This design comes from an exercise in tuning for small area, a short achievable clock period and few clock cycles per item on the open sky130 flow, not from production work. The RTL of this run was laid out without a check of its function.

==> flow/design.v <==
package sramMapPkg;
	typedef logic [17:0] sramAddr_t;
	typedef struct packed {
		logic [7:0] hi;
		logic [7:0] lo;
	} sramBytes_t;
	typedef union packed {
		logic [15:0] raw;
		sramBytes_t bytes;
	} sramWord_u;
	typedef enum logic [1:0] {
		PlaneY,
		PlaneU,
		PlaneV
	} plane_e;
	typedef struct packed {
		plane_e plane;
		sramAddr_t address;
	} readReq_t;
	typedef struct packed {
		plane_e plane;
		sramWord_u word;
	} readRet_t;
endpackage
package colorPkg;
	typedef logic [7:0] sample_t;
	typedef logic signed [31:0] fixed_t;
	typedef struct packed {
		fixed_t uEven;
		fixed_t uOdd;
		fixed_t vEven;
		fixed_t vOdd;
	} chromaPair_t;
	typedef struct packed {
		sample_t y0;
		sample_t y1;
		chromaPair_t chroma;
	} yuvPair_t;
	typedef struct packed {
		sample_t r;
		sample_t g;
		sample_t b;
	} rgbPixel_t;
	typedef struct packed {
		rgbPixel_t p0;
		rgbPixel_t p1;
	} rgbPair_t;
	localparam fixed_t Tap5 = 32'sd21;
	localparam fixed_t Tap3 = -32'sd52;
	localparam fixed_t Tap1 = 32'sd159;
	localparam fixed_t CoefY = 32'sd76284;
	localparam fixed_t CoefRv = 32'sd104595;
	localparam fixed_t CoefGu = -32'sd25624;
	localparam fixed_t CoefGv = -32'sd53281;
	localparam fixed_t CoefBu = 32'sd132251;
	localparam fixed_t LumaOffset = 32'sd16;
	localparam fixed_t ChromaOffset = 32'sd128;
	localparam fixed_t FilterRound = 32'sd128;
	localparam int FilterShift = 8;
endpackage
`timescale 1ns/1ns
module yuvToRgb (
	input logic Clock,
	input logic resetn,
	input logic start,
	input logic [15:0] readData,
	output logic done,
	output logic [17:0] sramAddress,
	output logic [15:0] sramWriteData,
	output logic sramWeN
);
	logic busy;
	logic wrQ;
	logic [7:0] pq;
	logic [2:0] ph;
	logic [8:0] wa;
	logic shen, shV, shHi;
	logic rdU, rdV, rdY, rkU, rkV, rkY;
	logic [7:0] win [12];
	logic [15:0] pendU, pendV, yw;
	logic [8:0] f, uc;
	logic [8:0] fc9;
	logic [9:0] fd2, fd3;
	logic [15:0] gb;
	logic [7:0] b0;
	function automatic logic [6:0] flagsOf(input logic [7:0] q);
		flagsOf = {q <= 8'd3, q >= 8'd4, (q >= 8'd4) && (q <= 8'd158),
			(q >= 8'd4) && (q <= 8'd162), !q[0] && (q <= 8'd159),
			q[0] && (q <= 8'd158), q == 8'd163};
	endfunction
	logic [6:0] fl, nf, df;
	logic dfPro, dfWrOk, dfRdC, dfRdYk, dfVHi, dfUHi, flLastP;
	logic [1:0] dfQ;
	assign {dfPro, dfWrOk, dfRdC, dfRdYk, dfVHi, dfUHi} = df[6:1];
	assign dfQ = (ph == 3'd4) ? pq[1:0] + 2'd1 : pq[1:0];
	assign flLastP = fl[0];
	logic [2:0] nph;
	logic dWr, dRdU, dRdV, dRdY, dSh, dShV, dShHi;
	logic [6:0] kc;
	logic [7:0] yc;
	assign nph = (ph == 3'd4) ? 3'd0 : ph + 3'd1;
	assign df = (ph == 3'd4) ? nf : fl;
	always_comb begin
		dWr = 1'b0; dRdU = 1'b0; dRdV = 1'b0; dRdY = 1'b0;
		dSh = 1'b0; dShV = 1'b0; dShHi = 1'b0;
		if (dfPro && !(dfQ == 2'd3 && nph > 3'd2)) begin
			case ({dfQ, nph})
				{2'd0, 3'd4}: dRdU = 1'b1;
				{2'd1, 3'd0}: dRdV = 1'b1;
				{2'd1, 3'd1}: begin dSh = 1'b1; dShHi = 1'b1; end
				{2'd1, 3'd2}: begin dSh = 1'b1; dShHi = 1'b1; dShV = 1'b1; end
				{2'd1, 3'd3}: begin dSh = 1'b1; dShHi = 1'b1; end
				{2'd1, 3'd4}: begin dSh = 1'b1; dShHi = 1'b1; dShV = 1'b1; end
				{2'd2, 3'd0}: begin dSh = 1'b1; dShHi = 1'b1; end
				{2'd2, 3'd1}: begin dSh = 1'b1; dShHi = 1'b1; dShV = 1'b1; end
				{2'd2, 3'd2}: begin dSh = 1'b1; dRdU = 1'b1; end
				{2'd2, 3'd3}: begin dSh = 1'b1; dShV = 1'b1; dRdV = 1'b1; end
				{2'd2, 3'd4}: begin dSh = 1'b1; dShHi = 1'b1; end
				{2'd3, 3'd0}: begin dSh = 1'b1; dShHi = 1'b1; dShV = 1'b1; end
				{2'd3, 3'd1}: begin dSh = 1'b1; dRdU = 1'b1; end
				{2'd3, 3'd2}: begin dSh = 1'b1; dShV = 1'b1; dRdY = 1'b1; end
				default: ;
			endcase
		end else begin
			case (nph)
				3'd0: begin
					dRdU = dfQ[0] && dfRdC;
					dRdV = !dfQ[0] && dfRdC;
				end
				3'd1: dRdY = dfRdYk;
				3'd2: begin
					dWr = dfWrOk;
					dSh = 1'b1; dShV = 1'b1;
					dShHi = dfVHi;
				end
				3'd3: begin
					dWr = dfWrOk;
					dSh = 1'b1;
					dShHi = dfUHi;
				end
				default: dWr = dfWrOk;
			endcase
		end
	end
	logic go, lastNow;
	assign go = start && !busy;
	assign lastNow = flLastP && (ph == 3'd4);
	always_ff @(posedge Clock or negedge resetn) begin
		if (!resetn) begin
			busy <= 1'b0;
			done <= 1'b0;
			wrQ <= 1'b0;
		end else begin
			if (go) begin
				busy <= 1'b1;
				done <= 1'b0;
			end else if (busy && lastNow) begin
				busy <= 1'b0;
				done <= 1'b1;
			end
			wrQ <= busy && !lastNow && !go && dWr;
		end
	end
	always_ff @(posedge Clock) begin
		if (go) begin
			pq <= 8'd0;
			ph <= 3'd4;
			fl <= flagsOf(8'd0);
			nf <= flagsOf(8'd1);
			wa <= 9'd0;
			kc <= 7'd0;
			yc <= 8'd0;
			sramAddress <= 18'd38400;
			rdU <= 1'b1; rdV <= 1'b0; rdY <= 1'b0;
			shen <= 1'b0; shV <= 1'b0; shHi <= 1'b0;
		end else begin
			ph <= nph;
			if (ph == 3'd4) begin
				pq <= pq + 8'd1;
				fl <= nf;
				nf <= flagsOf(pq + 8'd2);
			end
			if (dWr)
				wa <= wa + 9'd1;
			if (dRdV)
				kc <= kc + 7'd1;
			if (dRdY)
				yc <= yc + 8'd1;
			if (dWr)
				sramAddress <= {9'd287, wa};
			else if (dRdY)
				sramAddress <= {10'd0, yc};
			else if (dRdU)
				sramAddress <= {11'd300, kc};
			else
				sramAddress <= {11'd450, kc};
			rdU <= busy && dRdU;
			rdV <= busy && dRdV;
			rdY <= busy && dRdY;
			shen <= busy && dSh;
			shV <= dShV;
			shHi <= dShHi;
		end
		rkU <= rdU;
		rkV <= rdV;
		rkY <= rdY;
	end
	assign sramWeN = !wrQ;
	logic [7:0] shIn;
	logic [8:0] sA, sB, sC;
	assign sA = {1'b0, win[0]} + {1'b0, win[10]};
	assign sB = {1'b0, win[2]} + {1'b0, win[8]};
	assign sC = {1'b0, win[4]} + {1'b0, win[6]};
	always_comb begin
		case ({shV, shHi})
			2'b00: shIn = pendU[7:0];
			2'b01: shIn = pendU[15:8];
			2'b10: shIn = pendV[7:0];
			default: shIn = pendV[15:8];
		endcase
	end
	always_ff @(posedge Clock) begin
		if (rkU)
			pendU <= readData;
		if (rkV)
			pendV <= readData;
		if (rkY)
			yw <= readData;
		if (shen) begin
			for (int i = 0; i < 11; i++)
				win[i] <= win[i + 1];
			win[11] <= shIn;
		end
		fc9 <= sC;
		fd2 <= {1'b0, sA} - {1'b0, sB} + 10'd512;
		fd3 <= {1'b0, sC} - {1'b0, sB} + 10'd512;
	end
	logic [7:0] py;
	logic [8:0] pu, pv;
	assign pu = uc;
wire cr_1;
wire cr_2;
wire cr_3;
wire cr_4;
wire cr_5;
wire cr_6;
wire cr_7;
wire cr_8;
wire cr_9;
wire cr_10;
wire cr_11;
wire cr_12;
wire cr_13;
wire cr_14;
wire cr_15;
wire cr_16;
wire cr_17;
wire cr_18;
wire cr_19;
wire cr_20;
wire cr_21;
wire cr_22;
wire cr_23;
wire cr_24;
wire cr_25;
wire cr_26;
wire cr_27;
wire cr_28;
wire cr_29;
wire cr_30;
wire cr_31;
wire cr_32;
wire cr_33;
wire cr_34;
wire cr_35;
wire cr_36;
wire cr_37;
wire cr_38;
wire cr_39;
wire cr_40;
wire cr_41;
wire cr_42;
wire cr_43;
wire cr_44;
wire cr_45;
wire cr_46;
wire cr_47;
wire cr_48;
wire cr_49;
wire cr_50;
wire cr_51;
wire cr_52;
wire cr_53;
wire cr_54;
wire cr_55;
wire cr_56;
wire cr_57;
wire cr_58;
wire cr_59;
wire cr_60;
wire cr_61;
wire cr_62;
wire cr_63;
wire cr_64;
wire cr_65;
wire cr_66;
wire cr_67;
wire cr_68;
wire cr_69;
wire cr_70;
wire cr_71;
wire cr_72;
wire cr_73;
wire cr_74;
wire cr_75;
wire cr_76;
wire cr_77;
wire cr_78;
wire cr_79;
wire cr_80;
wire cr_81;
wire cr_82;
wire cr_83;
wire cr_84;
wire cr_85;
wire cr_86;
wire cr_87;
wire cr_88;
wire cr_89;
wire cr_90;
wire cr_91;
wire cr_92;
wire cr_93;
wire cr_94;
wire cr_95;
wire cr_96;
wire cr_97;
wire cr_98;
wire cr_99;
wire cr_100;
wire cr_101;
wire cr_102;
wire cr_103;
wire cr_104;
wire cr_105;
wire cr_106;
wire cr_107;
wire cr_108;
wire cr_109;
wire cr_110;
wire cr_111;
wire cr_112;
wire cr_113;
wire cr_114;
wire cr_115;
wire cr_116;
wire cr_117;
wire cr_118;
wire cr_119;
wire cr_120;
wire cr_121;
wire cr_122;
wire cr_123;
wire cr_124;
wire cr_125;
wire cr_126;
wire cr_127;
wire cr_128;
wire cr_129;
wire cr_130;
wire cr_131;
wire cr_132;
wire cr_133;
wire cr_134;
wire cr_135;
wire cr_136;
wire cr_137;
wire cr_138;
wire cr_139;
wire cr_140;
wire cr_141;
wire cr_142;
wire cr_143;
wire cr_144;
wire cr_145;
wire cr_146;
wire cr_147;
wire cr_148;
wire cr_149;
wire cr_150;
wire cr_151;
wire cr_152;
wire cr_153;
wire cr_154;
wire cr_155;
wire cr_156;
wire cr_157;
wire cr_158;
wire cr_159;
wire cr_160;
wire cr_161;
wire cr_162;
wire cr_163;
wire cr_164;
wire cr_165;
wire cr_166;
wire cr_167;
wire cr_168;
wire cr_169;
wire cr_170;
wire cr_171;
wire cr_172;
wire cr_173;
wire cr_174;
wire cr_175;
wire cr_176;
wire cr_177;
wire cr_178;
wire cr_179;
wire cr_180;
wire cr_181;
wire cr_182;
assign cr_1 = ~~pv[0];
assign cr_2 = ~pv[0];
assign cr_3 = ~pv[4];
assign cr_4 = ~pv[6];
assign cr_5 = ~py[0];
assign cr_6 = ~py[1];
assign cr_7 = ~py[2];
assign cr_8 = ~py[5];
assign cr_9 = ~py[7];
assign cr_10 = ~py[7];
assign cr_11 = ~py[6];
assign cr_12 = ~pv[7];
assign cr_13 = ~pv[8];
assign cr_14 = ~pv[8];
FA cr_15_i (py[6], py[4], py[2], cr_15, cr_16);
FA cr_17_i (py[5], py[3], py[0], cr_17, cr_18);
FA cr_19_i (py[6], py[4], py[1], cr_19, cr_20);
HA cr_21_i (pv[4], pv[0], cr_21, cr_22);
FA cr_23_i (py[5], py[2], pv[5], cr_23, cr_24);
HA cr_25_i (pv[1], ~pv[7], cr_25, cr_26);
FA cr_27_i (py[6], py[3], pv[6], cr_27, cr_28);
HA cr_29_i (pv[2], py[7], cr_29, cr_30);
HA cr_31_i (py[7], py[4], cr_31, cr_32);
FA cr_33_i (pv[5], pv[3], pv[0], cr_33, cr_34);
FA cr_35_i (pv[4], pv[1], ~py[6], cr_35, cr_36);
FA cr_37_i (pv[7], pv[5], pv[2], cr_37, cr_38);
HA cr_39_i (pv[6], ~py[7], cr_39, cr_40);
FA cr_41_i (pv[8], pv[6], pv[3], cr_41, cr_42);
HA cr_43_i (py[0], cr_6, cr_43, cr_44);
FA cr_45_i (py[0], pv[7], pv[4], cr_45, cr_46);
FA cr_47_i (py[1], ~pv[0], cr_7, cr_47, cr_48);
FA cr_49_i (py[3], py[1], pv[8], cr_49, cr_50);
FA cr_51_i (pv[5], py[2], ~pv[1], cr_51, cr_52);
FA cr_53_i (py[4], py[2], py[0], cr_53, cr_54);
FA cr_55_i (pv[6], pv[0], ~pv[2], cr_55, cr_56);
FA cr_57_i (py[3], py[1], pv[7], cr_57, cr_58);
FA cr_59_i (pv[1], ~pv[3], cr_8, cr_59, cr_60);
FA cr_61_i (pv[8], pv[2], py[5], cr_61, cr_62);
FA cr_63_i (~pv[4], ~pv[0], cr_15, cr_63, cr_64);
FA cr_65_i (pv[3], ~pv[5], ~pv[1], cr_65, cr_66);
FA cr_67_i (cr_9, cr_16, cr_17, cr_67, cr_68);
FA cr_69_i (py[7], ~pv[6], ~pv[2], cr_69, cr_70);
FA cr_71_i (cr_21, cr_18, cr_19, cr_71, cr_72);
FA cr_73_i (~pv[3], cr_10, cr_22, cr_73, cr_74);
FA cr_75_i (cr_25, cr_20, cr_23, cr_75, cr_76);
FA cr_77_i (~pv[8], ~pv[4], cr_29, cr_77, cr_78);
FA cr_79_i (cr_26, cr_24, cr_27, cr_79, cr_80);
FA cr_81_i (pv[7], pv[3], ~pv[5], cr_81, cr_82);
FA cr_83_i (cr_30, cr_31, cr_28, cr_83, cr_84);
FA cr_85_i (py[5], pv[8], pv[4], cr_85, cr_86);
HA cr_87_i (~pv[6], cr_32, cr_87, cr_88);
HA cr_89_i (pv[5], ~pv[7], cr_89, cr_90);
HA cr_91_i (py[7], pv[6], cr_91, cr_92);
HA cr_93_i (pv[1], pv[0], cr_93, cr_94);
FA cr_95_i (pv[2], pv[0], ~py[2], cr_95, cr_96);
FA cr_97_i (pv[3], pv[1], ~py[3], cr_97, cr_98);
FA cr_99_i (pv[2], ~py[4], ~pv[6], cr_99, cr_100);
FA cr_101_i (pv[4], ~py[5], ~pv[7], cr_101, cr_102);
FA cr_103_i (~pv[8], cr_4, cr_34, cr_103, cr_104);
FA cr_105_i (cr_5, cr_39, cr_37, cr_105, cr_106);
FA cr_107_i (cr_40, cr_43, cr_38, cr_107, cr_108);
FA cr_109_i (cr_44, cr_42, cr_45, cr_109, cr_110);
FA cr_111_i (cr_46, cr_49, cr_48, cr_111, cr_112);
FA cr_113_i (cr_50, cr_53, cr_52, cr_113, cr_114);
FA cr_115_i (cr_54, cr_57, cr_56, cr_115, cr_116);
FA cr_117_i (cr_58, cr_61, cr_60, cr_117, cr_118);
FA cr_119_i (cr_62, cr_65, cr_64, cr_119, cr_120);
FA cr_121_i (cr_66, cr_69, cr_68, cr_121, cr_122);
FA cr_123_i (cr_70, cr_73, cr_72, cr_123, cr_124);
FA cr_125_i (cr_74, cr_77, cr_76, cr_125, cr_126);
FA cr_127_i (cr_81, cr_78, cr_80, cr_127, cr_128);
FA cr_129_i (cr_85, cr_87, cr_82, cr_129, cr_130);
FA cr_131_i (cr_11, cr_89, cr_86, cr_131, cr_132);
FA cr_133_i (py[6], ~pv[8], cr_91, cr_133, cr_134);
HA cr_135_i (~py[0], ~pv[2], cr_135, cr_136);
FA cr_137_i (~py[1], ~pv[3], cr_93, cr_137, cr_138);
FA cr_139_i (~pv[4], cr_94, cr_95, cr_139, cr_140);
FA cr_141_i (~pv[5], cr_96, cr_97, cr_141, cr_142);
FA cr_143_i (cr_3, cr_98, cr_99, cr_143, cr_144);
FA cr_145_i (cr_33, cr_100, cr_101, cr_145, cr_146);
FA cr_147_i (cr_102, cr_35, cr_103, cr_147, cr_148);
FA cr_149_i (cr_36, cr_104, cr_105, cr_149, cr_150);
FA cr_151_i (cr_41, cr_106, cr_107, cr_151, cr_152);
FA cr_153_i (cr_47, cr_108, cr_109, cr_153, cr_154);
FA cr_155_i (cr_51, cr_110, cr_111, cr_155, cr_156);
FA cr_157_i (cr_55, cr_112, cr_113, cr_157, cr_158);
FA cr_159_i (cr_59, cr_114, cr_115, cr_159, cr_160);
FA cr_161_i (cr_63, cr_116, cr_117, cr_161, cr_162);
FA cr_163_i (cr_67, cr_118, cr_119, cr_163, cr_164);
FA cr_165_i (cr_71, cr_120, cr_121, cr_165, cr_166);
FA cr_167_i (cr_75, cr_122, cr_123, cr_167, cr_168);
FA cr_169_i (cr_79, cr_124, cr_125, cr_169, cr_170);
FA cr_171_i (cr_83, cr_126, cr_127, cr_171, cr_172);
FA cr_173_i (cr_84, cr_129, cr_128, cr_173, cr_174);
FA cr_175_i (cr_88, cr_131, cr_130, cr_175, cr_176);
FA cr_177_i (cr_90, cr_133, cr_132, cr_177, cr_178);
FA cr_179_i (cr_12, cr_92, cr_134, cr_179, cr_180);
HA cr_181_i (pv[7], cr_13, cr_181, cr_182);
wire [16:0] cr_lo = {1'b0, {cr_160, cr_158, cr_156, cr_154, cr_152, cr_150, cr_148, cr_146, cr_144, cr_142, cr_140, cr_138, cr_136, cr_2, ~pv[1], cr_1}} + {1'b0, {cr_161, cr_159, cr_157, cr_155, cr_153, cr_151, cr_149, cr_147, cr_145, cr_143, cr_141, cr_139, cr_137, cr_135, ~pv[0], 1'b0}};
logic [22:0] cr_r;
wire [22:0] cr_d = {cr_lo[16], cr_182, cr_180, cr_178, cr_176, cr_174, cr_173, cr_171, cr_169, cr_167, cr_165, cr_163, cr_14, cr_181, cr_179, cr_177, cr_175, cr_172, cr_170, cr_168, cr_166, cr_164, cr_162};
wire [10:0] cr_x = {cr_r[10], cr_r[9], cr_r[8], cr_r[7], cr_r[6], cr_r[5], cr_r[4], cr_r[3], cr_r[2], cr_r[1], cr_r[0]} + {cr_r[21], cr_r[20], cr_r[19], cr_r[18], cr_r[17], cr_r[16], cr_r[15], cr_r[14], cr_r[13], cr_r[12], cr_r[11]} + {10'd0, cr_r[22]};
wire cg_1;
wire cg_2;
wire cg_3;
wire cg_4;
wire cg_5;
wire cg_6;
wire cg_7;
wire cg_8;
wire cg_9;
wire cg_10;
wire cg_11;
wire cg_12;
wire cg_13;
wire cg_14;
wire cg_15;
wire cg_16;
wire cg_17;
wire cg_18;
wire cg_19;
wire cg_20;
wire cg_21;
wire cg_22;
wire cg_23;
wire cg_24;
wire cg_25;
wire cg_26;
wire cg_27;
wire cg_28;
wire cg_29;
wire cg_30;
wire cg_31;
wire cg_32;
wire cg_33;
wire cg_34;
wire cg_35;
wire cg_36;
wire cg_37;
wire cg_38;
wire cg_39;
wire cg_40;
wire cg_41;
wire cg_42;
wire cg_43;
wire cg_44;
wire cg_45;
wire cg_46;
wire cg_47;
wire cg_48;
wire cg_49;
wire cg_50;
wire cg_51;
wire cg_52;
wire cg_53;
wire cg_54;
wire cg_55;
wire cg_56;
wire cg_57;
wire cg_58;
wire cg_59;
wire cg_60;
wire cg_61;
wire cg_62;
wire cg_63;
wire cg_64;
wire cg_65;
wire cg_66;
wire cg_67;
wire cg_68;
wire cg_69;
wire cg_70;
wire cg_71;
wire cg_72;
wire cg_73;
wire cg_74;
wire cg_75;
wire cg_76;
wire cg_77;
wire cg_78;
wire cg_79;
wire cg_80;
wire cg_81;
wire cg_82;
wire cg_83;
wire cg_84;
wire cg_85;
wire cg_86;
wire cg_87;
wire cg_88;
wire cg_89;
wire cg_90;
wire cg_91;
wire cg_92;
wire cg_93;
wire cg_94;
wire cg_95;
wire cg_96;
wire cg_97;
wire cg_98;
wire cg_99;
wire cg_100;
wire cg_101;
wire cg_102;
wire cg_103;
wire cg_104;
wire cg_105;
wire cg_106;
wire cg_107;
wire cg_108;
wire cg_109;
wire cg_110;
wire cg_111;
wire cg_112;
wire cg_113;
wire cg_114;
wire cg_115;
wire cg_116;
wire cg_117;
wire cg_118;
wire cg_119;
wire cg_120;
wire cg_121;
wire cg_122;
wire cg_123;
wire cg_124;
wire cg_125;
wire cg_126;
wire cg_127;
wire cg_128;
wire cg_129;
wire cg_130;
wire cg_131;
wire cg_132;
wire cg_133;
wire cg_134;
wire cg_135;
wire cg_136;
wire cg_137;
wire cg_138;
wire cg_139;
wire cg_140;
wire cg_141;
wire cg_142;
wire cg_143;
wire cg_144;
wire cg_145;
wire cg_146;
wire cg_147;
wire cg_148;
wire cg_149;
wire cg_150;
wire cg_151;
wire cg_152;
wire cg_153;
wire cg_154;
wire cg_155;
wire cg_156;
wire cg_157;
wire cg_158;
wire cg_159;
wire cg_160;
wire cg_161;
wire cg_162;
wire cg_163;
wire cg_164;
wire cg_165;
wire cg_166;
wire cg_167;
wire cg_168;
wire cg_169;
wire cg_170;
wire cg_171;
wire cg_172;
wire cg_173;
wire cg_174;
wire cg_175;
wire cg_176;
wire cg_177;
wire cg_178;
wire cg_179;
wire cg_180;
wire cg_181;
wire cg_182;
wire cg_183;
wire cg_184;
wire cg_185;
wire cg_186;
wire cg_187;
wire cg_188;
wire cg_189;
wire cg_190;
wire cg_191;
wire cg_192;
wire cg_193;
wire cg_194;
wire cg_195;
wire cg_196;
wire cg_197;
wire cg_198;
wire cg_199;
wire cg_200;
wire cg_201;
wire cg_202;
wire cg_203;
wire cg_204;
wire cg_205;
wire cg_206;
wire cg_207;
wire cg_208;
wire cg_209;
wire cg_210;
wire cg_211;
wire cg_212;
wire cg_213;
wire cg_214;
wire cg_215;
wire cg_216;
wire cg_217;
wire cg_218;
wire cg_219;
wire cg_220;
wire cg_221;
wire cg_222;
wire cg_223;
wire cg_224;
wire cg_225;
wire cg_226;
wire cg_227;
wire cg_228;
wire cg_229;
wire cg_230;
wire cg_231;
wire cg_232;
wire cg_233;
wire cg_234;
wire cg_235;
assign cg_1 = ~~pv[0];
assign cg_2 = ~~py[0];
assign cg_3 = ~pu[4];
assign cg_4 = ~pu[5];
assign cg_5 = ~py[0];
assign cg_6 = ~py[1];
assign cg_7 = ~py[4];
assign cg_8 = ~py[6];
assign cg_9 = ~py[6];
assign cg_10 = ~py[6];
assign cg_11 = ~py[7];
assign cg_12 = ~py[5];
assign cg_13 = ~py[6];
assign cg_14 = ~py[7];
assign cg_15 = ~py[7];
assign cg_16 = ~py[7];
assign cg_17 = ~py[7];
FA cg_18_i (py[7], py[5], py[3], cg_18, cg_19);
HA cg_20_i (py[4], py[1], cg_20, cg_21);
FA cg_22_i (py[7], py[5], py[2], cg_22, cg_23);
HA cg_24_i (py[2], py[0], cg_24, cg_25);
HA cg_26_i (py[3], py[1], cg_26, cg_27);
FA cg_28_i (py[2], py[0], pu[0], cg_28, cg_29);
HA cg_30_i (~pu[8], ~pu[3], cg_30, cg_31);
FA cg_32_i (py[5], py[3], py[1], cg_32, cg_33);
FA cg_34_i (pu[1], pv[0], py[4], cg_34, cg_35);
FA cg_36_i (py[4], py[2], pu[2], cg_36, cg_37);
FA cg_38_i (pv[1], ~pu[5], ~pu[0], cg_38, cg_39);
FA cg_40_i (py[0], pu[3], pv[2], cg_40, cg_41);
FA cg_42_i (py[6], ~pu[6], ~pu[1], cg_42, cg_43);
HA cg_44_i (~pv[4], ~pv[0], cg_44, cg_45);
FA cg_46_i (pu[4], pv[3], ~pu[7], cg_46, cg_47);
FA cg_48_i (~pu[2], ~pv[5], ~pv[1], cg_48, cg_49);
FA cg_50_i (cg_9, cg_20, cg_19, cg_50, cg_51);
FA cg_52_i (pu[5], pv[4], py[6], cg_52, cg_53);
FA cg_54_i (~pu[8], ~pu[3], ~pv[6], cg_54, cg_55);
FA cg_56_i (~pv[2], cg_21, cg_22, cg_56, cg_57);
FA cg_58_i (py[3], pu[6], pv[5], cg_58, cg_59);
FA cg_60_i (~pu[4], ~pv[7], ~pv[3], cg_60, cg_61);
HA cg_62_i (cg_10, cg_23, cg_62, cg_63);
FA cg_64_i (py[4], pu[7], pv[6], cg_64, cg_65);
FA cg_66_i (py[6], ~pu[5], ~pv[8], cg_66, cg_67);
HA cg_68_i (~pv[4], cg_11, cg_68, cg_69);
FA cg_70_i (pu[8], pv[7], py[7], cg_70, cg_71);
HA cg_72_i (~pu[6], ~pv[5], cg_72, cg_73);
HA cg_74_i (pv[8], py[5], cg_74, cg_75);
HA cg_76_i (pu[2], ~py[3], cg_76, cg_77);
FA cg_78_i (pu[3], ~py[4], ~pu[1], cg_78, cg_79);
FA cg_80_i (~py[5], ~pu[2], ~pv[7], cg_80, cg_81);
FA cg_82_i (pu[4], ~py[6], ~pu[3], cg_82, cg_83);
HA cg_84_i (~pv[8], ~pv[3], cg_84, cg_85);
FA cg_86_i (pu[6], pu[5], ~py[7], cg_86, cg_87);
FA cg_88_i (~pu[4], ~pv[4], cg_5, cg_88, cg_89);
FA cg_90_i (pu[7], py[0], ~pu[5], cg_90, cg_91);
FA cg_92_i (~pu[0], ~pv[5], cg_6, cg_92, cg_93);
FA cg_94_i (pu[8], py[1], ~pu[6], cg_94, cg_95);
FA cg_96_i (~pu[1], ~pv[6], cg_24, cg_96, cg_97);
FA cg_98_i (~pu[7], ~pu[2], ~pv[7], cg_98, cg_99);
FA cg_100_i (~pv[0], cg_25, cg_26, cg_100, cg_101);
FA cg_102_i (~pv[8], ~pv[1], cg_7, cg_102, cg_103);
FA cg_104_i (cg_27, cg_30, cg_28, cg_104, cg_105);
FA cg_106_i (~pu[4], ~pv[2], cg_31, cg_106, cg_107);
FA cg_108_i (cg_29, cg_32, cg_34, cg_108, cg_109);
FA cg_110_i (~pv[3], cg_8, cg_33, cg_110, cg_111);
FA cg_112_i (cg_35, cg_36, cg_38, cg_112, cg_113);
FA cg_114_i (cg_44, cg_37, cg_18, cg_114, cg_115);
FA cg_116_i (cg_40, cg_39, cg_42, cg_116, cg_117);
FA cg_118_i (cg_45, cg_41, cg_43, cg_118, cg_119);
FA cg_120_i (cg_46, cg_48, cg_50, cg_120, cg_121);
FA cg_122_i (cg_52, cg_47, cg_49, cg_122, cg_123);
FA cg_124_i (cg_54, cg_51, cg_56, cg_124, cg_125);
FA cg_126_i (cg_53, cg_58, cg_55, cg_126, cg_127);
FA cg_128_i (cg_60, cg_62, cg_57, cg_128, cg_129);
FA cg_130_i (cg_68, cg_59, cg_64, cg_130, cg_131);
FA cg_132_i (cg_61, cg_66, cg_63, cg_132, cg_133);
FA cg_134_i (cg_12, cg_69, cg_72, cg_134, cg_135);
FA cg_136_i (cg_65, cg_70, cg_67, cg_136, cg_137);
FA cg_138_i (~pu[7], ~pv[6], cg_13, cg_138, cg_139);
FA cg_140_i (cg_74, cg_73, cg_71, cg_140, cg_141);
FA cg_142_i (py[6], ~pu[8], ~pv[7], cg_142, cg_143);
HA cg_144_i (cg_14, cg_75, cg_144, cg_145);
HA cg_146_i (pu[0], ~py[1], cg_146, cg_147);
HA cg_148_i (pu[1], ~py[2], cg_148, cg_149);
FA cg_150_i (~pu[0], ~pv[5], ~pv[0], cg_150, cg_151);
FA cg_152_i (~pv[6], ~pv[1], cg_77, cg_152, cg_153);
FA cg_154_i (~pv[2], cg_3, cg_79, cg_154, cg_155);
FA cg_156_i (cg_4, cg_84, cg_81, cg_156, cg_157);
FA cg_158_i (cg_85, cg_83, cg_86, cg_158, cg_159);
FA cg_160_i (cg_87, cg_89, cg_90, cg_160, cg_161);
FA cg_162_i (cg_91, cg_93, cg_94, cg_162, cg_163);
FA cg_164_i (cg_95, cg_98, cg_97, cg_164, cg_165);
FA cg_166_i (cg_99, cg_102, cg_101, cg_166, cg_167);
FA cg_168_i (cg_103, cg_106, cg_105, cg_168, cg_169);
FA cg_170_i (cg_107, cg_109, cg_110, cg_170, cg_171);
FA cg_172_i (cg_111, cg_114, cg_113, cg_172, cg_173);
FA cg_174_i (cg_115, cg_117, cg_118, cg_174, cg_175);
FA cg_176_i (cg_119, cg_122, cg_121, cg_176, cg_177);
FA cg_178_i (cg_123, cg_126, cg_125, cg_178, cg_179);
FA cg_180_i (cg_130, cg_127, cg_132, cg_180, cg_181);
FA cg_182_i (cg_134, cg_131, cg_136, cg_182, cg_183);
FA cg_184_i (cg_138, cg_135, cg_140, cg_184, cg_185);
FA cg_186_i (cg_144, cg_139, cg_142, cg_186, cg_187);
FA cg_188_i (~pv[8], cg_15, cg_145, cg_188, cg_189);
HA cg_190_i (~pv[3], ~py[0], cg_190, cg_191);
FA cg_192_i (~pv[4], cg_147, cg_148, cg_192, cg_193);
FA cg_194_i (cg_149, cg_76, cg_150, cg_194, cg_195);
FA cg_196_i (cg_151, cg_78, cg_152, cg_196, cg_197);
FA cg_198_i (cg_80, cg_153, cg_154, cg_198, cg_199);
FA cg_200_i (cg_82, cg_155, cg_156, cg_200, cg_201);
FA cg_202_i (cg_88, cg_157, cg_158, cg_202, cg_203);
FA cg_204_i (cg_92, cg_159, cg_160, cg_204, cg_205);
FA cg_206_i (cg_96, cg_161, cg_162, cg_206, cg_207);
FA cg_208_i (cg_100, cg_163, cg_164, cg_208, cg_209);
FA cg_210_i (cg_104, cg_165, cg_166, cg_210, cg_211);
FA cg_212_i (cg_108, cg_167, cg_168, cg_212, cg_213);
FA cg_214_i (cg_112, cg_169, cg_170, cg_214, cg_215);
FA cg_216_i (cg_116, cg_171, cg_172, cg_216, cg_217);
FA cg_218_i (cg_120, cg_173, cg_174, cg_218, cg_219);
FA cg_220_i (cg_124, cg_175, cg_176, cg_220, cg_221);
FA cg_222_i (cg_128, cg_177, cg_178, cg_222, cg_223);
FA cg_224_i (cg_129, cg_180, cg_179, cg_224, cg_225);
FA cg_226_i (cg_133, cg_182, cg_181, cg_226, cg_227);
FA cg_228_i (cg_137, cg_184, cg_183, cg_228, cg_229);
FA cg_230_i (cg_141, cg_186, cg_185, cg_230, cg_231);
FA cg_232_i (cg_143, cg_188, cg_187, cg_232, cg_233);
HA cg_234_i (cg_16, cg_189, cg_234, cg_235);
wire [16:0] cg_lo = {1'b0, {cg_213, cg_211, cg_209, cg_207, cg_205, cg_203, cg_201, cg_199, cg_197, cg_195, cg_193, cg_191, cg_146, ~pv[2], ~pv[1], cg_1}} + {1'b0, {cg_214, cg_212, cg_210, cg_208, cg_206, cg_204, cg_202, cg_200, cg_198, cg_196, cg_194, cg_192, cg_190, cg_2, ~pv[0], 1'b0}};
logic [22:0] cg_r;
wire [22:0] cg_d = {cg_lo[16], cg_235, cg_233, cg_231, cg_229, cg_227, cg_225, cg_224, cg_222, cg_220, cg_218, cg_216, cg_17, cg_234, cg_232, cg_230, cg_228, cg_226, cg_223, cg_221, cg_219, cg_217, cg_215};
wire [10:0] cg_x = {cg_r[10], cg_r[9], cg_r[8], cg_r[7], cg_r[6], cg_r[5], cg_r[4], cg_r[3], cg_r[2], cg_r[1], cg_r[0]} + {cg_r[21], cg_r[20], cg_r[19], cg_r[18], cg_r[17], cg_r[16], cg_r[15], cg_r[14], cg_r[13], cg_r[12], cg_r[11]} + {10'd0, cg_r[22]};
wire cb_1;
wire cb_2;
wire cb_3;
wire cb_4;
wire cb_5;
wire cb_6;
wire cb_7;
wire cb_8;
wire cb_9;
wire cb_10;
wire cb_11;
wire cb_12;
wire cb_13;
wire cb_14;
wire cb_15;
wire cb_16;
wire cb_17;
wire cb_18;
wire cb_19;
wire cb_20;
wire cb_21;
wire cb_22;
wire cb_23;
wire cb_24;
wire cb_25;
wire cb_26;
wire cb_27;
wire cb_28;
wire cb_29;
wire cb_30;
wire cb_31;
wire cb_32;
wire cb_33;
wire cb_34;
wire cb_35;
wire cb_36;
wire cb_37;
wire cb_38;
wire cb_39;
wire cb_40;
wire cb_41;
wire cb_42;
wire cb_43;
wire cb_44;
wire cb_45;
wire cb_46;
wire cb_47;
wire cb_48;
wire cb_49;
wire cb_50;
wire cb_51;
wire cb_52;
wire cb_53;
wire cb_54;
wire cb_55;
wire cb_56;
wire cb_57;
wire cb_58;
wire cb_59;
wire cb_60;
wire cb_61;
wire cb_62;
wire cb_63;
wire cb_64;
wire cb_65;
wire cb_66;
wire cb_67;
wire cb_68;
wire cb_69;
wire cb_70;
wire cb_71;
wire cb_72;
wire cb_73;
wire cb_74;
wire cb_75;
wire cb_76;
wire cb_77;
wire cb_78;
wire cb_79;
wire cb_80;
wire cb_81;
wire cb_82;
wire cb_83;
wire cb_84;
wire cb_85;
wire cb_86;
wire cb_87;
wire cb_88;
wire cb_89;
wire cb_90;
wire cb_91;
wire cb_92;
wire cb_93;
wire cb_94;
wire cb_95;
wire cb_96;
wire cb_97;
wire cb_98;
wire cb_99;
wire cb_100;
wire cb_101;
wire cb_102;
wire cb_103;
wire cb_104;
wire cb_105;
wire cb_106;
wire cb_107;
wire cb_108;
wire cb_109;
wire cb_110;
wire cb_111;
wire cb_112;
wire cb_113;
wire cb_114;
wire cb_115;
wire cb_116;
wire cb_117;
wire cb_118;
wire cb_119;
wire cb_120;
wire cb_121;
wire cb_122;
wire cb_123;
wire cb_124;
wire cb_125;
wire cb_126;
wire cb_127;
wire cb_128;
wire cb_129;
wire cb_130;
wire cb_131;
wire cb_132;
wire cb_133;
wire cb_134;
wire cb_135;
wire cb_136;
wire cb_137;
wire cb_138;
wire cb_139;
wire cb_140;
wire cb_141;
wire cb_142;
wire cb_143;
wire cb_144;
wire cb_145;
wire cb_146;
wire cb_147;
wire cb_148;
wire cb_149;
wire cb_150;
wire cb_151;
wire cb_152;
wire cb_153;
wire cb_154;
wire cb_155;
wire cb_156;
assign cb_1 = ~~pu[0];
assign cb_2 = ~~py[1];
assign cb_3 = ~pu[1];
assign cb_4 = ~pu[3];
assign cb_5 = ~py[0];
assign cb_6 = ~py[1];
assign cb_7 = ~py[3];
assign cb_8 = ~py[4];
assign cb_9 = ~py[6];
assign cb_10 = ~py[6];
assign cb_11 = ~py[5];
assign cb_12 = ~py[6];
assign cb_13 = ~py[7];
assign cb_14 = ~pu[7];
assign cb_15 = ~pu[8];
assign cb_16 = ~pu[8];
HA cb_17_i (py[2], py[0], cb_17, cb_18);
HA cb_19_i (py[5], py[3], cb_19, cb_20);
FA cb_21_i (pu[2], pu[0], pu[1], cb_21, cb_22);
FA cb_23_i (pu[1], ~py[6], ~pu[8], cb_23, cb_24);
FA cb_25_i (pu[4], pu[2], pu[3], cb_25, cb_26);
HA cb_27_i (~py[7], ~pu[7], cb_27, cb_28);
FA cb_29_i (pu[5], pu[3], pu[0], cb_29, cb_30);
FA cb_31_i (py[0], ~pu[8], cb_6, cb_31, cb_32);
FA cb_33_i (py[2], py[0], pu[6], cb_33, cb_34);
FA cb_35_i (pu[4], pu[1], py[1], cb_35, cb_36);
FA cb_37_i (py[1], pu[7], pu[5], cb_37, cb_38);
HA cb_39_i (pu[2], cb_7, cb_39, cb_40);
FA cb_41_i (pu[8], pu[6], pu[3], cb_41, cb_42);
FA cb_43_i (py[3], cb_8, cb_17, cb_43, cb_44);
FA cb_45_i (py[1], pu[7], pu[4], cb_45, cb_46);
FA cb_47_i (py[4], cb_18, cb_19, cb_47, cb_48);
FA cb_49_i (py[4], py[2], pu[8], cb_49, cb_50);
FA cb_51_i (pu[5], cb_9, cb_20, cb_51, cb_52);
FA cb_53_i (py[7], py[5], py[3], cb_53, cb_54);
FA cb_55_i (py[0], pu[6], py[6], cb_55, cb_56);
FA cb_57_i (py[6], py[4], py[1], cb_57, cb_58);
HA cb_59_i (pu[7], pu[0], cb_59, cb_60);
FA cb_61_i (py[7], py[5], py[2], cb_61, cb_62);
HA cb_63_i (pu[8], pu[1], cb_63, cb_64);
HA cb_65_i (py[3], pu[2], cb_65, cb_66);
HA cb_67_i (py[7], py[4], cb_67, cb_68);
HA cb_69_i (~py[2], ~pu[4], cb_69, cb_70);
FA cb_71_i (pu[0], ~py[3], ~pu[5], cb_71, cb_72);
FA cb_73_i (~py[4], ~pu[6], ~pu[4], cb_73, cb_74);
FA cb_75_i (~py[5], ~pu[7], ~pu[5], cb_75, cb_76);
FA cb_77_i (~pu[6], cb_4, cb_22, cb_77, cb_78);
FA cb_79_i (cb_5, cb_27, cb_25, cb_79, cb_80);
FA cb_81_i (cb_28, cb_26, cb_29, cb_81, cb_82);
FA cb_83_i (cb_30, cb_33, cb_35, cb_83, cb_84);
FA cb_85_i (cb_39, cb_34, cb_36, cb_85, cb_86);
FA cb_87_i (cb_40, cb_38, cb_41, cb_87, cb_88);
FA cb_89_i (cb_42, cb_45, cb_44, cb_89, cb_90);
FA cb_91_i (cb_46, cb_49, cb_48, cb_91, cb_92);
FA cb_93_i (cb_50, cb_53, cb_55, cb_93, cb_94);
FA cb_95_i (cb_59, cb_54, cb_56, cb_95, cb_96);
FA cb_97_i (cb_60, cb_63, cb_58, cb_97, cb_98);
FA cb_99_i (cb_10, cb_64, cb_65, cb_99, cb_100);
FA cb_101_i (pu[3], py[6], cb_66, cb_101, cb_102);
HA cb_103_i (pu[4], cb_11, cb_103, cb_104);
HA cb_105_i (pu[5], py[5], cb_105, cb_106);
HA cb_107_i (pu[6], py[6], cb_107, cb_108);
HA cb_109_i (~py[0], ~pu[2], cb_109, cb_110);
FA cb_111_i (~pu[3], ~pu[1], cb_2, cb_111, cb_112);
FA cb_113_i (~pu[2], ~py[1], cb_69, cb_113, cb_114);
FA cb_115_i (~pu[3], cb_70, cb_71, cb_115, cb_116);
FA cb_117_i (cb_3, cb_72, cb_73, cb_117, cb_118);
FA cb_119_i (cb_21, cb_74, cb_75, cb_119, cb_120);
FA cb_121_i (cb_76, cb_23, cb_77, cb_121, cb_122);
FA cb_123_i (cb_24, cb_78, cb_79, cb_123, cb_124);
FA cb_125_i (cb_31, cb_80, cb_81, cb_125, cb_126);
FA cb_127_i (cb_32, cb_82, cb_83, cb_127, cb_128);
FA cb_129_i (cb_37, cb_84, cb_85, cb_129, cb_130);
FA cb_131_i (cb_43, cb_86, cb_87, cb_131, cb_132);
FA cb_133_i (cb_47, cb_88, cb_89, cb_133, cb_134);
FA cb_135_i (cb_51, cb_90, cb_91, cb_135, cb_136);
FA cb_137_i (cb_52, cb_93, cb_92, cb_137, cb_138);
FA cb_139_i (cb_57, cb_94, cb_95, cb_139, cb_140);
FA cb_141_i (cb_61, cb_96, cb_97, cb_141, cb_142);
FA cb_143_i (cb_62, cb_99, cb_98, cb_143, cb_144);
FA cb_145_i (cb_67, cb_100, cb_101, cb_145, cb_146);
FA cb_147_i (cb_68, cb_103, cb_102, cb_147, cb_148);
FA cb_149_i (cb_12, cb_105, cb_104, cb_149, cb_150);
FA cb_151_i (cb_13, cb_106, cb_107, cb_151, cb_152);
FA cb_153_i (py[7], cb_14, cb_108, cb_153, cb_154);
HA cb_155_i (pu[7], cb_15, cb_155, cb_156);
wire [16:0] cb_lo = {1'b0, {cb_134, cb_132, cb_130, cb_128, cb_126, cb_124, cb_122, cb_120, cb_118, cb_116, cb_114, cb_112, cb_110, ~pu[0], ~pu[1], cb_1}} + {1'b0, {cb_135, cb_133, cb_131, cb_129, cb_127, cb_125, cb_123, cb_121, cb_119, cb_117, cb_115, cb_113, cb_111, cb_109, ~pu[0], 1'b0}};
logic [22:0] cb_r;
wire [22:0] cb_d = {cb_lo[16], cb_156, cb_154, cb_153, cb_150, cb_148, cb_147, cb_144, cb_143, cb_141, cb_138, cb_137, cb_16, cb_155, cb_152, cb_151, cb_149, cb_146, cb_145, cb_142, cb_140, cb_139, cb_136};
wire [10:0] cb_x = {cb_r[10], cb_r[9], cb_r[8], cb_r[7], cb_r[6], cb_r[5], cb_r[4], cb_r[3], cb_r[2], cb_r[1], cb_r[0]} + {cb_r[21], cb_r[20], cb_r[19], cb_r[18], cb_r[17], cb_r[16], cb_r[15], cb_r[14], cb_r[13], cb_r[12], cb_r[11]} + {10'd0, cb_r[22]};
wire fl_1;
wire fl_2;
wire fl_3;
wire fl_4;
wire fl_5;
wire fl_6;
wire fl_7;
wire fl_8;
wire fl_9;
wire fl_10;
wire fl_11;
wire fl_12;
wire fl_13;
wire fl_14;
wire fl_15;
wire fl_16;
wire fl_17;
wire fl_18;
wire fl_19;
wire fl_20;
wire fl_21;
wire fl_22;
wire fl_23;
wire fl_24;
wire fl_25;
wire fl_26;
wire fl_27;
wire fl_28;
wire fl_29;
wire fl_30;
wire fl_31;
wire fl_32;
wire fl_33;
wire fl_34;
wire fl_35;
wire fl_36;
wire fl_37;
wire fl_38;
wire fl_39;
wire fl_40;
wire fl_41;
wire fl_42;
wire fl_43;
wire fl_44;
wire fl_45;
wire fl_46;
wire fl_47;
wire fl_48;
wire fl_49;
wire fl_50;
wire fl_51;
wire fl_52;
wire fl_53;
wire fl_54;
wire fl_55;
wire fl_56;
wire fl_57;
wire fl_58;
wire fl_59;
wire fl_60;
wire fl_61;
wire fl_62;
wire fl_63;
wire fl_64;
wire fl_65;
wire fl_66;
wire fl_67;
wire fl_68;
wire fl_69;
wire fl_70;
wire fl_71;
wire fl_72;
wire fl_73;
wire fl_74;
wire fl_75;
wire fl_76;
wire fl_77;
wire fl_78;
wire fl_79;
wire fl_80;
wire fl_81;
wire fl_82;
wire fl_83;
wire fl_84;
wire fl_85;
wire fl_86;
wire fl_87;
wire fl_88;
assign fl_1 = ~fd2[0];
assign fl_2 = ~fc9[0];
assign fl_3 = ~fc9[3];
assign fl_4 = ~fc9[5];
HA fl_5_i (fc9[1], fd3[3], fl_5, fl_6);
HA fl_7_i (fc9[2], fd3[4], fl_7, fl_8);
HA fl_9_i (fd3[0], fd2[1], fl_9, fl_10);
FA fl_11_i (fd3[1], fd2[2], fd2[4], fl_11, fl_12);
FA fl_13_i (fd3[2], fd2[3], fd2[5], fl_13, fl_14);
HA fl_15_i (fd2[7], ~fd3[7], fl_15, fl_16);
FA fl_17_i (fd2[4], fd2[6], fd2[8], fl_17, fl_18);
FA fl_19_i (fc9[0], ~fd3[8], fl_5, fl_19, fl_20);
FA fl_21_i (fd2[5], fd2[7], fd2[9], fl_21, fl_22);
FA fl_23_i (~fd3[9], fl_6, fl_7, fl_23, fl_24);
FA fl_25_i (fd3[5], fd2[6], fd2[8], fl_25, fl_26);
HA fl_27_i (fl_3, fl_8, fl_27, fl_28);
FA fl_29_i (fc9[4], fd3[6], fd2[7], fl_29, fl_30);
HA fl_31_i (fd2[9], fc9[3], fl_31, fl_32);
HA fl_33_i (fd3[7], fd2[8], fl_33, fl_34);
HA fl_35_i (fc9[6], fd3[8], fl_35, fl_36);
HA fl_37_i (fd2[0], fd2[2], fl_37, fl_38);
FA fl_39_i (fd2[3], fd2[5], ~fd3[5], fl_39, fl_40);
FA fl_41_i (fd2[6], ~fd3[6], fl_10, fl_41, fl_42);
FA fl_43_i (fl_2, fl_15, fl_12, fl_43, fl_44);
FA fl_45_i (fl_16, fl_14, fl_17, fl_45, fl_46);
FA fl_47_i (fl_18, fl_21, fl_20, fl_47, fl_48);
FA fl_49_i (fl_22, fl_25, fl_27, fl_49, fl_50);
FA fl_51_i (fl_31, fl_26, fl_28, fl_51, fl_52);
FA fl_53_i (fl_4, fl_32, fl_33, fl_53, fl_54);
FA fl_55_i (fd2[9], fc9[5], fl_34, fl_55, fl_56);
HA fl_57_i (fc9[7], fd3[9], fl_57, fl_58);
HA fl_59_i (fd2[1], fd2[0], fl_59, fl_60);
FA fl_61_i (fd2[0], fd2[2], ~fd3[2], fl_61, fl_62);
FA fl_63_i (fd2[1], fd2[3], ~fd3[3], fl_63, fl_64);
FA fl_65_i (fd2[4], ~fd3[4], fl_37, fl_65, fl_66);
FA fl_67_i (fl_38, fl_9, fl_39, fl_67, fl_68);
FA fl_69_i (fl_11, fl_40, fl_41, fl_69, fl_70);
FA fl_71_i (fl_13, fl_42, fl_43, fl_71, fl_72);
FA fl_73_i (fl_19, fl_44, fl_45, fl_73, fl_74);
FA fl_75_i (fl_23, fl_46, fl_47, fl_75, fl_76);
FA fl_77_i (fl_24, fl_49, fl_48, fl_77, fl_78);
FA fl_79_i (fl_29, fl_50, fl_51, fl_79, fl_80);
FA fl_81_i (fl_30, fl_53, fl_52, fl_81, fl_82);
FA fl_83_i (fl_35, fl_54, fl_55, fl_83, fl_84);
FA fl_85_i (fl_36, fl_57, fl_56, fl_85, fl_86);
HA fl_87_i (fc9[8], fl_58, fl_87, fl_88);
wire [16:0] fl_s = {fl_88, fl_87, fl_84, fl_83, fl_80, fl_79, fl_76, fl_74, fl_72, fl_70, fl_68, fl_66, fl_64, fl_62, fl_60, ~fd3[1], ~fd3[0]} + {1'b0, fl_86, fl_85, fl_82, fl_81, fl_78, fl_77, fl_75, fl_73, fl_71, fl_69, fl_67, fl_65, fl_63, fl_61, fl_59, fl_1};
wire [8:0] fl_q = fl_s[16:8];
	function automatic logic [7:0] clip(input logic [10:0] x);
		if (x[10:9] == 2'b00)
			clip = 8'd0;
		else if (x[10] || (x[9] && x[8]))
			clip = 8'd255;
		else
			clip = x[7:0];
	endfunction
	logic [7:0] cR, cG, cB;
	assign cR = clip(cr_x);
	assign cG = clip(cg_x);
	assign cB = clip(cb_x);
	always_ff @(posedge Clock) begin
		f <= fl_q;
		uc <= (ph == 3'd4) ? {win[3][7], !win[3][7], win[3][6:0]} : f;
		pv <= (ph == 3'd4) ? {win[4][7], !win[4][7], win[4][6:0]} : fl_q;
		py <= (ph == 3'd4) ? yw[15:8] : yw[7:0];
		cr_r <= cr_d;
		cg_r <= cg_d;
		cb_r <= cb_d;
		b0 <= cB;
		gb <= {cG, cB};
		case (ph)
			3'd1: sramWriteData <= {cR, cG};
			3'd2: sramWriteData <= {b0, cR};
			default: sramWriteData <= gb;
		endcase
	end
endmodule
module FA(input a, input b, input c, output s, output co);
	assign s = a ^ b ^ c;
	assign co = (a & b) | (a & c) | (b & c);
endmodule
module HA(input a, input b, output s, output co);
	assign s = a ^ b;
	assign co = a & b;
endmodule
==> flow/flow/run.sh <==
#!/bin/bash
set -euo pipefail
bash standard.sh SETUP_SLACK_MARGIN=8.4 "BUFFER_PORTS_ARGS=-buffer_cell sky130_fd_sc_hd__buf_2" finish > standard.log 2>&1
==> flow/standard.sh <==
#!/bin/bash
# synth_recipe.tcl (not shown) runs the flow's synth.tcl, then flattens the netlist and writes it again
# the make line also repeats each setting of config.mk as NAME=value (left out here)
make -C /OpenROAD-flow-scripts/flow DESIGN_CONFIG=/design/flow/config.mk WORK_HOME=/design/flow/orfs CLKGATE_MAP_FILE= SYNTH_SCRIPT=/design/flow/synth_recipe.tcl "${@:-finish}"
==> flow/config.mk <==
export PLATFORM = sky130hd
export DESIGN_NAME = yuvToRgb
export DESIGN_NICKNAME = yuvToRgb
export VERILOG_FILES = /design/flow/design.v
export SDC_FILE = /design/flow/constraint.sdc
export NUM_CORES = 4
export LEC_CHECK = 0
export CAP_MARGIN = 20
export CORE_MARGIN = 2
export CORE_UTILIZATION = 40
export CTS_CLUSTER_DIAMETER = 100
export CTS_CLUSTER_SIZE = 25
export SETUP_SLACK_MARGIN = 5
export SLEW_MARGIN = 20
export SYNTH_HIERARCHICAL = 1
export SYNTH_MINIMUM_KEEP_SIZE = 0
==> flow/constraint.sdc <==
create_clock -name core_clock -period 12.0 [get_ports {Clock}]
set_input_delay 2.4000 -clock core_clock [delete_from_list [all_inputs] [get_ports {Clock}]]
set_output_delay 2.4000 -clock core_clock [all_outputs]
set_load 0.01 [all_outputs]
==> summary.txt <==
## state kept, by name, indices dropped and copies added, names as in the netlist, 10 cells and up
register       flops
cb_r              23
cg_r              23
cr_r              23
fd2               10
fd3               10
pendU             16
pendV             16
sramAddress       14
sramWriteData     16
win               96
yw                16
## layer usage
layer / share of wire / global-route usage
met5: 0 / 0
met4: 0.023 / 0.0434
met3: 0.042 / 0.0213
met2: 0.48 / 0.293
met1: 0.46 / 0.238
## layout by cell type (no fill, tap or decap), types with 9 or more instances in the layout
master	n
edfxtp_1	144
fa_1	265
inv_1	90
dfxtp_2	13
o21bai_1	11
o21a_1	19
nor2b_1	13
nand2_1	146
clkbuf_16	20
o21ai_0	41
nor3_1	25
ha_1	184
o21ai_1	9
xnor2_1	41
xor2_1	42
nor2_1	100
a31oi_1	25
and3_1	9
buf_4	21
buf_2	53
dfxtp_1	215
dfxtp_4	9
nand3_1	25
a21o_1	27
a21oi_1	75
o211ai_1	18
nand4_1	22
## modules after synthesis, one instance, submodules excluded
module    area [µm²]  times used  flip-flops and latches
yuvToRgb       16700           1                     384
HA              12.5          54                       0
FA              20.0         251                       0
## area by class of cell
type | count | share of cell area
diodes | 1 | 0.000102
clock buffers | 27 | 0.0215
clock inverters | 5 | 0.00292
inverters | 95 | 0.0153
multi-input cells | 1265 | 0.526
flip-flops and latches | 384 | 0.376
well taps | 748 | 0.0383
repair buffers | 79 | 0.0200
## worst register-to-register path, stage by stage (launching register included)
cell	delay (ns)
dfxtp_1	0.72
inv_1	0.51
fa_1	0.55
fa_1	0.54
fa_1	0.41
ha_1	0.30
nor2b_1	0.13
o21ai_0	0.15
nand4bb_1	0.11
a21oi_1	0.13
a211oi_1	0.06
## timing repair
action / CTS / global route
setup buffers: 6 / 14
endpoints found under the hold margin: 0 / 0
gates cloned: 0 / 0
endpoints found under the setup margin: 11 / 34
resized for setup: 16 / 50
pin swaps: 2 / 10
## kinds of logic (layout without fill, tap and decap cells)
family | Yosys count | after routing
AO/OA/AOI/OAI | 313 | 313
multiplexers | 20 | 20
other | 1 | 2
buffers and inverters | 145 | 206
adder cells (fa/ha/maj) | 454 | 454
AND/OR/NAND/NOR | 391 | 391
XOR/XNOR | 86 | 86
flip-flops | 384 | 384
## stage by stage
step,util,worst slack (ns),cell area (µm²),std cells,hold WS (ns)
after global placement,0.424,8.04,23500,2550,0.315
after floorplan,-,8.54,22400,1794,0.310
final,0.442,8.26,24500,2604,0.334
after CTS,0.437,8.28,24200,2588,0.337
after global routing,0.442,8.14,24500,2603,0.354
after detailed placement,0.424,8.05,23500,2550,0.315
## worst paths after layout
| path | startpoint | to | cells past startpoint |
|---|---|---|---|
| max in group asynchronous | resetn | wrQ | 1 |
| worst min-delay path | rdY | rkY | 0 |
| worst min register to register | rdY | rkY | 0 |
| worst max register to register | pv[4] | cg_r[22] | 10 |
| min in group asynchronous | resetn | busy | 1 |
| worst max-delay path | pv[4] | cg_r[22] | 10 |
==> summary.txt <==
Kind of critical path: flip-flop to flip-flop
Die Area: 0.0580 mm²
Seq cells post-synth: 384
Grt total ovfl: 0
Critical path arrival: 4.18 ns
CTS tree: yes
Syn Inst Count: 1794
Mapped Area: 0.0224 mm²
Area contributors post-synth: fa_1, dfxtp_1, edfxtp_1, ha_1, nand2_1
Synth Area in Compound Gates: 0.0950
# setup viols final: 0
Largest net degree at the start of global routing: 86
Drt drc: 0
DIE WIDTH: 241 µm
Register area share after synthesis: 0.407
DRT iter0 DRCs: 845
Period utilisation layout: 0.312
Number of global-route vias before repair: 14700
Ports: 55
Layout area overhead: 8.97%
Required @ worst endpoint: 12.43 ns
Hold Buf Count CTS: 0
Synth area leader: fa_1
Post-synth EDFFs: 144
Max-cap viol count: 0
Share of cells above drive strength 1: 0.102
RSZ-0062 raised after global routing: yes
Slew headroom: 0.421
Num CTS Buffers: 20
Netlist cell types: 88
Count leader, synth: fa_1
CP Capture Type: flip-flop
Worst-Skew Late Latency: 0.56 ns
Dpl hpwl: 37.1 mm
Setup TNS: 0 ns
Post-DRT Antenna Nets: 0
Port buffer count: 53
Clock Path Buffers: 3
Syn. warnings: 8
Top_reg_cell synth: dfxtp_1
Status: finished clean
WP buf/inv: 1
Drt wl/cell: 18.7 µm
Root Driver: clkbuf_16
Synth Area in Adders: 0.342
Worst-Margin Slew: 0.863 ns
Initial Util: 0.406
Delay-heaviest family, CP: adder cells
Largest stage delay, worst path: 0.72 ns
Area of the multi-input gates: 0.0129 mm²
Routed WL: 48.6 mm
CTS sink cnt: 384
FF-to-FF setup slack: 8.26 ns
Syn Area/Cell: 12.5 µm²
Post-Synth XOR/XNOR Area: 0.0336
Yosys top cell area share: 0.238
Post-layout minimum cycle time: 3.74 ns
H-tree levels: 1
Vias per cell: 5.27
Synth async-reset ratio: 0.00781
CP max FO: 8
CP dominant cell by count: fa_1
Core Area: 0.0553 mm²
Die Y: 241 µm
Mapped Nets: 2266
Fillers: 5047
Final clock skew: 0.0287 ns
Main combinational cell family by area after synthesis: adder cells
Total GRT Usage: 0.174
Final Hold Violating Endpoints: 0
Worst Hold Class: flip-flop to flip-flop
Sequential Area: 0.00919 mm²
Routability cong.: 0.908
Worst path cell trace: inv_1 > fa_1 > fa_1 > fa_1 > ha_1 > nor2b_1 > o21ai_0 > nand4bb_1 > a21oi_1 > a211oi_1
Synth cell count leaders: fa_1, dfxtp_1, ha_1
Fmax: 0.267 GHz
Startpoint types: flip-flop
Vias post-DR: 13700
Rows: 86
Reg clk slew, reported paths: 0.09 ns
Final slew viol count: 0
Initial antenna violation count: 1
First-pass GRT wire length: 79.5 mm
Number of iterations in the first detailed-routing pass: 5
Fraction of synthesized area in multiplexers: 0.0138
Simple logic cell fraction of the synthesized area: 0.0814
Nets: 2317
Slowest CP cell: dfxtp_1

## port drivers added, routing unchanged
How much do the figures lean on ideal ports? The routed layout below was timed once more, with nothing changed but the port constraints.
Step 1: set_driving_cell puts a clkbuf_16 on Clock and a buf_2 on each other input, an assumption about the parent block.
Step 2, shift: input delay + t, output delay - t, t = (earliest + latest rising clock arrival at the registers) / 2. This alone moves slack from input paths to output paths.
Three values: ideal ports, drivers, drivers and shift; two values: the first two.
t, ns: 0.608
slack for setup (ns): 8.256 / 8.256 / 8.256
clock arrival spread, ns: 0.029 / 0.028
After both steps this run still meets setup and hold. The setup slack of this run moves by 0.000 ns with the drivers and by 0.000 ns with both steps.
